From an optimization exercise on the open Yosys and OpenROAD flow, aimed at small area; shortcuts taken in it are not production practice. In this exercise RTL edits were held to simulation tests only and were not proved equivalent to the original.

Setup of old:
## int_regfile_sb
module int_regfile_sb #(
  parameter int XLEN   = 32,
  parameter int NREGS  = 32,
  parameter int NRD    = 2,
  parameter int BYPASS = 1,
  localparam int AW    = $clog2(NREGS)
) (
  input  logic              clk,
  input  logic              rst,
  input  logic              rd_we,
  input  logic [AW-1:0]     rd_idx,
  input  logic [XLEN-1:0]   rd_data,
  input  logic [NRD-1:0]    rs_re,
  input  logic [NRD*AW-1:0] rs_idx,
  output logic [NRD*XLEN-1:0] rs_data,
  output logic [NRD-1:0]    rs_valid,
  input  logic              sb_set,
  input  logic [AW-1:0]     sb_idx,
  output logic [NRD-1:0]    hazard,
  output logic [NREGS-1:0]  pending
);
Size: about 1100 flip-flops.
==> module int_regfile_sb_col, before the edit <==
module int_regfile_sb_col (
  input  logic a, p,
  output logic y
);
  assign y = a ^ p;
endmodule
==> module int_regfile_sb, before the edit <==
module int_regfile_sb #(
  parameter int XLEN   = 32,
  parameter int NREGS  = 32,
  parameter int NRD    = 2,
  parameter int BYPASS = 1,
  localparam int AW    = $clog2(NREGS)
) (
  input  logic              clk,
  input  logic              rst,
  input  logic              rd_we,
  input  logic [AW-1:0]     rd_idx,
  input  logic [XLEN-1:0]   rd_data,
  input  logic [NRD-1:0]    rs_re,
  input  logic [NRD*AW-1:0] rs_idx,
  output logic [NRD*XLEN-1:0] rs_data,
  output logic [NRD-1:0]    rs_valid,
  input  logic              sb_set,
  input  logic [AW-1:0]     sb_idx,
  output logic [NRD-1:0]    hazard,
  output logic [NREGS-1:0]  pending
);
  logic [NREGS-1:1][XLEN-1:0] r_regs;
  logic [NREGS-1:1][XLEN-1:0] w_regs_nxt;
  logic [NREGS-1:1]           r_live;
  logic [NREGS-1:1]           r_pend;
  logic [NREGS-1:1]           w_wsel;
  logic [NREGS-1:1]           w_wsel_n;
  logic [NREGS-1:1]           w_ssel;
  logic [1:0][XLEN-1:0]       w_col;
  logic                       r_phase;
  logic [NRD-1:0]             r_valid;
  always_ff @(posedge clk or posedge rst) begin
    if (rst) r_phase <= 1'b0;
    else     r_phase <= ~r_phase;
  end
  for (genvar h = 0; h < 2; h++) begin : g_col
    for (genvar b = 0; b < XLEN; b++) begin : g_bit
      int_regfile_sb_col u_col (.a (rd_data[b]), .p (r_phase), .y (w_col[h][b]));
    end
  end
  for (genvar i = 1; i < NREGS; i++) begin : g_reg
    assign w_wsel[i]   = rd_we && (rd_idx == AW'(i));
    assign w_wsel_n[i] = ~w_wsel[i];
    assign w_ssel[i]   = sb_set && (sb_idx == AW'(i));
    for (genvar b = 0; b < XLEN; b++) begin : g_bit
      int_regfile_sb_hold u_hold (
        .q    (r_regs[i][b]),
        .we   (w_wsel[i]),
        .we_n (w_wsel_n[i]),
        .c    (w_col[i / 16][b]),
        .d    (w_regs_nxt[i][b])
      );
    end
    always_ff @(posedge clk) begin
      r_regs[i] <= w_regs_nxt[i];
    end
    always_ff @(posedge clk or posedge rst) begin
      if (rst) begin
        r_live[i] <= 1'b0;
        r_pend[i] <= 1'b0;
      end else begin
        if (w_wsel[i]) r_live[i] <= 1'b1;
        r_pend[i] <= w_ssel[i] | (r_pend[i] & ~w_wsel[i]);
      end
    end
  end
  assign pending = {r_pend, 1'b0};
  always_ff @(posedge clk or posedge rst) begin
    if (rst) r_valid <= '0;
    else     r_valid <= rs_re;
  end
  assign rs_valid = r_valid;
  for (genvar g = 0; g < NRD; g++) begin : g_rd
    logic [AW-1:0]    w_idx;
    logic [3:0]       r_lo;    
    logic [7:0]       r_hi;    
    logic [NREGS-1:0] w_sel;
    logic             w_any;
    logic [XLEN-1:0]  w_data;
    assign w_idx = rs_idx[g*AW +: AW];
    always_ff @(posedge clk) begin
      for (int k = 0; k < 4; k++) r_lo[k] <= (w_idx[1:0] == 2'(k));
      for (int k = 0; k < 8; k++) r_hi[k] <= (w_idx[4:2] == 3'(k));
    end
    assign w_sel[0] = 1'b0;
    for (genvar i = 1; i < NREGS; i++) begin : g_sel
      assign w_sel[i] = r_lo[i % 4] & r_hi[i / 4] & r_live[i];
    end
    assign w_any = |w_sel;
    int_regfile_sb_rdmux #(.XLEN(XLEN), .NREGS(NREGS)) u_mux (
      .i_sel  (w_sel),
      .i_regs ({r_regs, {XLEN{1'b0}}}),
      .o_data (w_data)
    );
    assign rs_data[g*XLEN +: XLEN] = w_data ^ {XLEN{r_phase & w_any}};
    assign hazard[g] = rs_re[g] & pending[w_idx] & ~(rd_we && (rd_idx == w_idx));
  end
endmodule
Settings: LEC_CHECK=0, CAP_MARGIN=20, CORE_MARGIN=2, CORE_UTILIZATION=40, SETUP_SLACK_MARGIN=0.2, SLEW_MARGIN=20, SYNTH_HIERARCHICAL=1; clock period 5.0 ns.
standard.sh (not shown) runs the stock make flow with config.mk's settings and CLKGATE_MAP_FILE= SYNTH_SCRIPT=/design/flow/synth_recipe.tcl, a recipe that flattens the netlist after the stock synthesis.
==> flow/flow/run.sh <==
#!/bin/bash
# The standard ORFS layout with three changes:
#  * port buffers are the smallest plain buffer instead of a delay cell,
#  * clock-tree sinks are clustered into larger groups (fewer leaf buffers),
#  * no dummy loads are added to the clock tree.
set -euo pipefail
export BUFFER_PORTS_ARGS="-buffer_cell sky130_fd_sc_hd__buf_1"
export CTS_ARGS="-sink_clustering_enable -repair_clock_nets -sink_clustering_size 26 -sink_clustering_max_diameter 80 -dont_use_dummy_load"
bash standard.sh finish > standard.log 2>&1
Input changes introduced in new (baseline for comparison: old):
-- flow/design.v --
<<< old, line 4
);
  assign d = ~((q | we) & (c | we_n));
endmodule
module int_regfile_sb_col (
  input  logic a, p,
  output logic y
);
  assign y = a ^ p;
endmodule
module int_regfile_sb_aoi3 (
>>> new, line 4
);
  assign d = ~((q | we) & (c | we_n));
endmodule
module int_regfile_sb_aoi3 (
<<< old, line 73
  logic [NREGS-1:1]           w_wsel_n;
  logic [NREGS-1:1]           w_ssel;
  logic [1:0][XLEN-1:0]       w_col;
  logic                       r_phase;
  logic [NRD-1:0]             r_valid;
>>> new, line 67
  logic [NREGS-1:1]           w_wsel_n;
  logic [NREGS-1:1]           w_ssel;
  logic [XLEN-1:0]            w_col;
  logic                       r_phase;
  logic [NRD-1:0]             r_valid;
<<< old, line 80
    else     r_phase <= ~r_phase;
  end
  for (genvar h = 0; h < 2; h++) begin : g_col
    for (genvar b = 0; b < XLEN; b++) begin : g_bit
      int_regfile_sb_col u_col (.a (rd_data[b]), .p (r_phase), .y (w_col[h][b]));
    end
  end
  for (genvar i = 1; i < NREGS; i++) begin : g_reg
    assign w_wsel[i]   = rd_we && (rd_idx == AW'(i));
>>> new, line 74
    else     r_phase <= ~r_phase;
  end
  assign w_col = rd_data ^ {XLEN{r_phase}};
  for (genvar i = 1; i < NREGS; i++) begin : g_reg
    assign w_wsel[i]   = rd_we && (rd_idx == AW'(i));
<<< old, line 94
        .we   (w_wsel[i]),
        .we_n (w_wsel_n[i]),
        .c    (w_col[i / 16][b]),
        .d    (w_regs_nxt[i][b])
      );
>>> new, line 84
        .we   (w_wsel[i]),
        .we_n (w_wsel_n[i]),
        .c    (w_col[b]),
        .d    (w_regs_nxt[i][b])
      );
Results
- The final area of new falls short of that of old by 270 um2.
- When new is measured against old, its post-synthesis instance total turns out 0.67% lower.
- Total CTS buffers ends up lower on new.
- Looking only at final routed wire length divided by cell count, and setting everything else aside, the lower value of new and old goes to old.
- No stage failed in new, and the final checks on the layout all came back clean.
- Between new and old, it is new whose total placed cells including tap cells is lower, by 93.

## afterwards: timing with drivers on the ports
The flow's constraints put no driver on any port. The routed layouts listed below were extracted and timed again, unchanged, in two steps.
Step 1: set_driving_cell puts a clkbuf_16 on clk and a buf_2 on each other input, an assumption about the parent block.
Step 2, shift: input delay + t, output delay - t, t = (earliest + latest rising clock arrival at the registers) / 2. This alone moves slack from input paths to output paths.
a / b / c = ideal ports / drivers / drivers and shift; a / b = the first two.
run | shift t [ns] | setup WS [ns] | hold WS [ns] | worst slew at a driven data input, ns | pins driven straight from the clock port
old | 0.708 | 0.101 / 0.030 / 0.738 | 0.476 / 0.462 / 0.476 | 0.04 | 1
new | 0.722 | 0.164 / 0.087 / 0.809 | 0.463 / 0.407 / 0.472 | 0.04 | 1
After both steps every run listed still meets setup and hold.
